This design comes from an exercise in tuning for small area, a short achievable clock period and few clock cycles per item on the open sky130 flow, not from production work.
Only simulation tests tie the RTL to the original design; equivalence was not proved.
Power is estimated from default activity; no workload was simulated.

==> flow/design.v, too long to show whole: its modules and the start of the top module <==
// module gj_n2: 111 lines
// module gj_n2_n2: 216 lines
// module gj_n2_p2: 220 lines
// module gj_p1_n2: 142 lines
// module gj_p2: 84 lines
// module gj_p2_n2: 220 lines
// module gj_p2_p2: 189 lines
// module gauss_jordan_top: 839 lines
module gauss_jordan_top
(
	input wire logic clk,
	input wire logic reset,
	input wire logic in_valid,
	output logic in_ready,
	input wire logic [199:0] in_matrix,
	output logic out_valid,
	input wire logic out_ready,
	output logic [239:0] result
);
  // ...
==> flow/run.sh <==
#!/bin/bash
# synth_recipe.tcl (not shown) runs the flow's synth.tcl, then flattens the netlist and writes it again
# the make line also repeats each setting of config.mk as NAME=value (left out here)
make -C /OpenROAD-flow-scripts/flow DESIGN_CONFIG=/design/flow/config.mk WORK_HOME=/design/flow/orfs CLKGATE_MAP_FILE= SYNTH_SCRIPT=/design/flow/synth_recipe.tcl finish
==> flow/config.mk <==
export PLATFORM = sky130hd
export DESIGN_NAME = gauss_jordan_top
export DESIGN_NICKNAME = gauss_jordan_top
export VERILOG_FILES = /design/flow/design.v
export SDC_FILE = /design/flow/constraint.sdc
export NUM_CORES = 4
export LEC_CHECK = 0
export CAP_MARGIN = 20
export CORE_MARGIN = 2
export CORE_UTILIZATION = 40
export SLEW_MARGIN = 20
==> flow/constraint.sdc <==
create_clock -name core_clock -period 9.0 [get_ports {clk}]
set_input_delay 1.8000 -clock core_clock [delete_from_list [all_inputs] [get_ports {clk}]]
set_output_delay 1.8000 -clock core_clock [all_outputs]
set_load 0.01 [all_outputs]
==> metrics.md, run 1 <==
| Metric | Value |
|---|---|
| Status | no timing/DRC/antenna violations |
| Max-slew headroom | 0.180 |
| Finish-stage setup viols | 0 |
| DP Area | 233,000 sq um |
| IO buf count | 445 |
| GRT met1 Usage | 0.297 |
| Syn_nets | 24,589 |
| Setup TNS | 0 ps |
| Largest stage delay on the critical path | 940 ps |
| Worst setup SP type | register |
| Clk root buf | clkbuf_16 |
| Place WS | 3430 ps |
| GR Util met3 | 0.0266 |
| Largest reg by FF count | vld |
| Hold Path End | s4_a04[2] |
| Count leader, synth | and2_1 |
| Count of final hold-check violations | 0 |
| Simple-Gate Fraction of Synth Area | 0.185 |
| Area leader, netlist | fa_1 |
| Via-to-Cell Ratio | 5.06 |
| Main flop type after synthesis | edfxtp_1 |
| Diodes inserted | 24 |
| Delay-heaviest family, CP | adder cells |
| DRT iter0 DRCs | 10,094 |
| Post-synth top cells | 4,180 x and2_1, 3,494 x fa_1, 3,037 x nand2_1 |
| Final worst-path cycle share | 0.621 |
| Post-synthesis sequential area ratio | 0.285 |
| RSZ-0062 raised after global routing | no |
| Die Ht | 747 um |
| Largest cell class | multi-input gates |
| Cells after DPL | 27,507 |
| Synth Register Bits | 2,097 |
| Synth warn | 1 |
| Slowest cell on crit path | edfxtp_1 |
| Post-CTS Setup Bufs | 0 |
| Avg Cell Area, Syn | 10.8 sq um |
| Layout cells sized above 1 | 0.0367 |
| # fillers | 51,655 |
| Combinational Power Share | 0.699 |
| I/O Pins | 446 |
| Clock network power share | 0.102 |
| Wire per inst | 22.9 um |
Testbench counts, summed over its fixed seeds: cycles 264, items 192.
==> inputs of run 2 (changes only) <==
--- a/flow/config.mk
+++ b/flow/config.mk
@@ -10,2 +10,3 @@
 export CORE_UTILIZATION = 40
+export SETUP_SLACK_MARGIN = 4.5
 export SLEW_MARGIN = 20
==> run 2 against run 1 <==
- non-clock buffer count up 836
- register-to-register slack improved by 600 ps
- utilization rose by 2.8 points
- clock skew fell by 4.8 ps
- sequential power decreased by 3%
- clock power about the same
- clock-buffer cell count rose by 11
- design area rose by 6.4%
- area after synthesis unchanged
- combinational power increased by 17%
- critical path depth increased by 4
- worst setup slack better by 600 ps
- critical endpoint is now s1_n35[7]
==> metrics.md, run 2 <==
| Metric | Value |
|---|---|
| Status | no timing/DRC/antenna violations |
| Final worst-path cycle share | 0.554 (-0.0672) |
| Pwr/cell area | 478 nW/um^2 |
| P&R area growth vs syn | 16.8% |
| Worst path cell trace | buf_12 -> buf_12 -> buf_16 -> buf_12 -> and2_4 -> fa_1 -> fa_1 -> fa_1 -> fa_1 -> inv_1 -> fa_2 -> inv_2 -> fa_1 -> nor3b_2 -> xnor2_1 -> xnor2_1 -> xnor2_1 |
| Wire per inst | 25.4 um (+11%) |
| Register clock-pin slew on the reported worst setup and hold paths | 60 ps |
| Layout cells sized above 1 | 0.123 (+0.0868) |
| Hold Crit Class | reg -> reg |
| Crit path launch | s0_a00[1] |
| CP Capture Type | register |
| Initial Util | 0.402 |
| Multi-input gate area | 148,000 sq um |
| Nets | 25,523 |
| Setup TNS | 0 ps (unchanged) |
| Syn_nets | 24,589 (unchanged) |
| Crit path max fanout | 6 |
| Yosys cell types | 34 |
| Slack of the worst reg-to-reg path | 4010 ps |
| Vias | 150,302 |
| Synth warn | 1 (unchanged) |
| Skew final | 77.4 ps |
| Count leader, synth | and2_1 |
| CTS tree | built |
| R2r startpoint | s0_a00[1] |
| Required time of the worst setup path | 9680 ps |
| Commonest non-fill, non-tap cell in the layout | and2_1 |
| Synth top area cells | fa_1 32%, edfxtp_1 28%, and2_1 12% |
| Die area | 558,000 sq um |
| Fmax | 0.201 GHz |
| Post-synth top cells | 4,180 x and2_1, 3,494 x fa_1, 3,037 x nand2_1 |
| Max-slew headroom | 0.244 (+0.0641) |
| Delay-heaviest family, CP | adder cells |
| Sw Share | 0.442 |
| Slowest cell on crit path | fa_1 |
| Routed WL | 734,000 um |
| Hold buffer count at cts | 0 |
| All-Layer GR Usage | 0.260 |
| Count of final hold-check violations | 0 (unchanged) |
| Die Ht | 747 um (unchanged) |
| Post-DP HPWL | 456,000 um |
| P_int | 68.9 mW |
| Register Area | 62,900 sq um |
| Finish-stage setup viols | 0 (unchanged) |
| Post-synth top area share | 0.317 |
| CTS Buf Count | 270 |
| Post-synth EDFFs | 2,088 |
| I/O Pins | 446 (unchanged) |
| Initial antenna violation count | 92 |
| Post-Synthesis Cell Area | 221,000 sq um |
| Largest net degree at the start of global routing | 180 |
| CP endpoint | s1_n35[7] |
| Worst setup SP type | register |
| CP dominant cell by count | fa_1 |
| Gate Count Post-Synth | 20,423 |
| Avg Cell Area, Syn | 10.8 sq um (unchanged) |
| Combinational Power Share | 0.734 (+0.035) |
| RSZ-0062 raised after global routing | yes |
| Seq pwr share | 0.174 |
| Final min period | 4990 ps |
| First-pass iteration count of the detailed router | 8 |
| CORE AREA | 549,000 sq um |
| Critical path type | reg -> reg |
| Die Width | 747 um |
| Clock network power share | 0.092 (-0.010) |
| Largest stage delay on the critical path | 570 ps (-370 ps) |
| Clk root buf | clkbuf_16 |
| # fillers | 49,996 (-3.2%) |
| Main flop type after synthesis | edfxtp_1 |
| Gpl congestion | 0.870 |
| Critical Path AT | 5670 ps |
| Leak | 104 nW |
| Worst path bufs/invs | 6 |
| WP depth | 17 |
| Core Util, Final | 0.470 |
| Vias in the first global route | 160,198 |
| Worst IR drop on VDD | 0.827 mV |
| NetSw | 54.6 mW |
| Post-synth ARST share | 0 |
| Reg2reg end | s1_n35[7] |
| IO buf count | 445 (unchanged) |
| GRT Residual Overflow | 0 |
| Max_cap viols | 0 |
| Sink Count | 2,097 |
| Via-to-Cell Ratio | 5.20 (+2.7%) |
| Most frequent cells in the layout | 4,025 x and2_1, 3,031 x nand2_1, 2,923 x fa_1 |
| Post-synthesis sequential area ratio | 0.285 (unchanged) |
| Num rows | 272 |
| Tightest Pin Transition | 1130 ps |
| Worst hold path stage count | 0 |
| Largest reg by FF count | vld |
| R2R depth | 17 |
| Routed Antenna Nets | 0 |
| Global-route wire length before repair | 1,080,000 um |
| DRT iter0 DRCs | 13,694 (+36%) |
| Area leader, netlist | fa_1 |
| Synth Register Bits | 2,097 (unchanged) |
| Clk Latency, worst-skew pair | 1000 ps |
| Largest register FFs | 9 |
| Fin. max-slew vios | 0 |
| Max Root-Sink Buffers | 4 |
| Htree depth | 5 |
| Number of remaining DRC errors | 0 |
==> run 2: cell counts after synthesis <==
Identical to the previous run, type by type.
==> run 2: logic make-up after synthesis <==
group                    after synthesis  synth area share
AND/OR/NAND/NOR                     7756             0.185
adder cells (fa/ha/maj)             3962             0.343
buffers and inverters               3340            0.0588
XOR/XNOR                            3209             0.127
flip-flops                          2097             0.285
AO/OA/AOI/OAI                         59           0.00154
==> run 2: power groups by stage <==
| stage | clock network, mW | logic, mW | registers, mW |
|---|---|---|---|
| after floorplan | 0 | 60.6 | 19.5 |
| after global placement | 0 | 77.4 | 21.9 |
| after detailed placement | 0 | 78.8 | 21.9 |
| after CTS | 11.7 | 86.8 | 21.3 |
| after global routing | 12.0 | 98.7 | 21.6 |
| final | 11.4 | 90.6 | 21.4 |
==> run 2: repair_timing <==
item | 4_1_cts | 5_1_grt
gates resized for setup | 1017 | 637
endpoints found under the setup margin | 173 | 206
pin swaps | 790 | 932
setup buffers | 522 | 157
cloned | 130 | 19
endpoints found under the hold margin | 0 | 0
==> run 2: layout make-up <==
| class | instances | share of cell area |
|---|---|---|
| Timing Repair inverter | 2 | 0.000126 |
| Tap cell | 7261 | 0.0352 |
| Antenna cell | 58 | 0.000562 |
| Clock buffer | 310 | 0.0270 |
| Clock inverter | 179 | 0.00846 |
| Sequential cell | 2097 | 0.244 |
| Inverter | 2376 | 0.0347 |
| Timing Repair Buffer | 1624 | 0.0759 |
| Multi-Input combinational cell | 14986 | 0.574 |
==> run 2: layer usage <==
layer  wire [um]  vias up  global-route usage
li1            -    63515                   -
met1      278000    77966               0.326
met2      347000     6965               0.432
met3       61300     1830              0.0444
met4       47100       26               0.137
met5         170        -                   0
==> run 2: worst min path at each step <==
stage / slack [ps] / from / endpoint
3_3_place_gp: 400 / s3_n26[3] / s4_n26[3]
2_1_floorplan: 400 / s1_a01[0] / s2_a01[0]
3_5_place_dp: 400 / s1_a01[4] / s2_a01[4]
4_1_cts: 380 / s2_a00[6] / s3_a00[6]
5_1_grt: 390 / s1_a01[6] / s2_a01[6]
6_report: 390 / s2_a01[0] / s3_a01[0]
==> run 2: through the flow <==
stage / power (mW) / cells / setup slack, ps / hold slack (ps) / area, sq um
finish: 123 / 28893 / 4010 / 387 / 258000
CTS: 120 / 28659 / 4050 / 377 / 254000
detailed placement: 101 / 27518 / 3150 / 405 / 233000
global route: 132 / 28851 / 3920 / 388 / 258000
global placement: 99.4 / 27518 / 3110 / 400 / 233000
floorplan: 80.1 / 20423 / 2070 / 400 / 221000

static timing again, ports no longer ideal:
Ports are ideal in the flow. The routed layouts listed here were re-timed in OpenROAD. Step 1, drivers: a clkbuf_16 drives clk and a buf_2 each remaining input, both assumed. Step 2 also shifts input and output timing later by t, the mid clock arrival at the registers, as if the neighbouring blocks saw the same clock. Three values: ideal ports, drivers, drivers and shift; two values: the first two.
| run | shift t [ns] | setup slack, ns | worst hold slack (ns) | pins driven straight from the clock port |
|---|---|---|---|---|
| run 1 | 1.065 | 3.409 / 3.409 / 3.409 | 0.386 / 0.386 / 0.386 | 1 |
| run 2 | 1.082 | 4.013 / 4.013 / 3.570 | 0.387 / 0.387 / 0.387 | 1 |
After both steps every run listed still meets setup and hold. The setup slack of run 2, which loses most, moves by 0.000 ns with the drivers and by -0.443 ns with both steps.
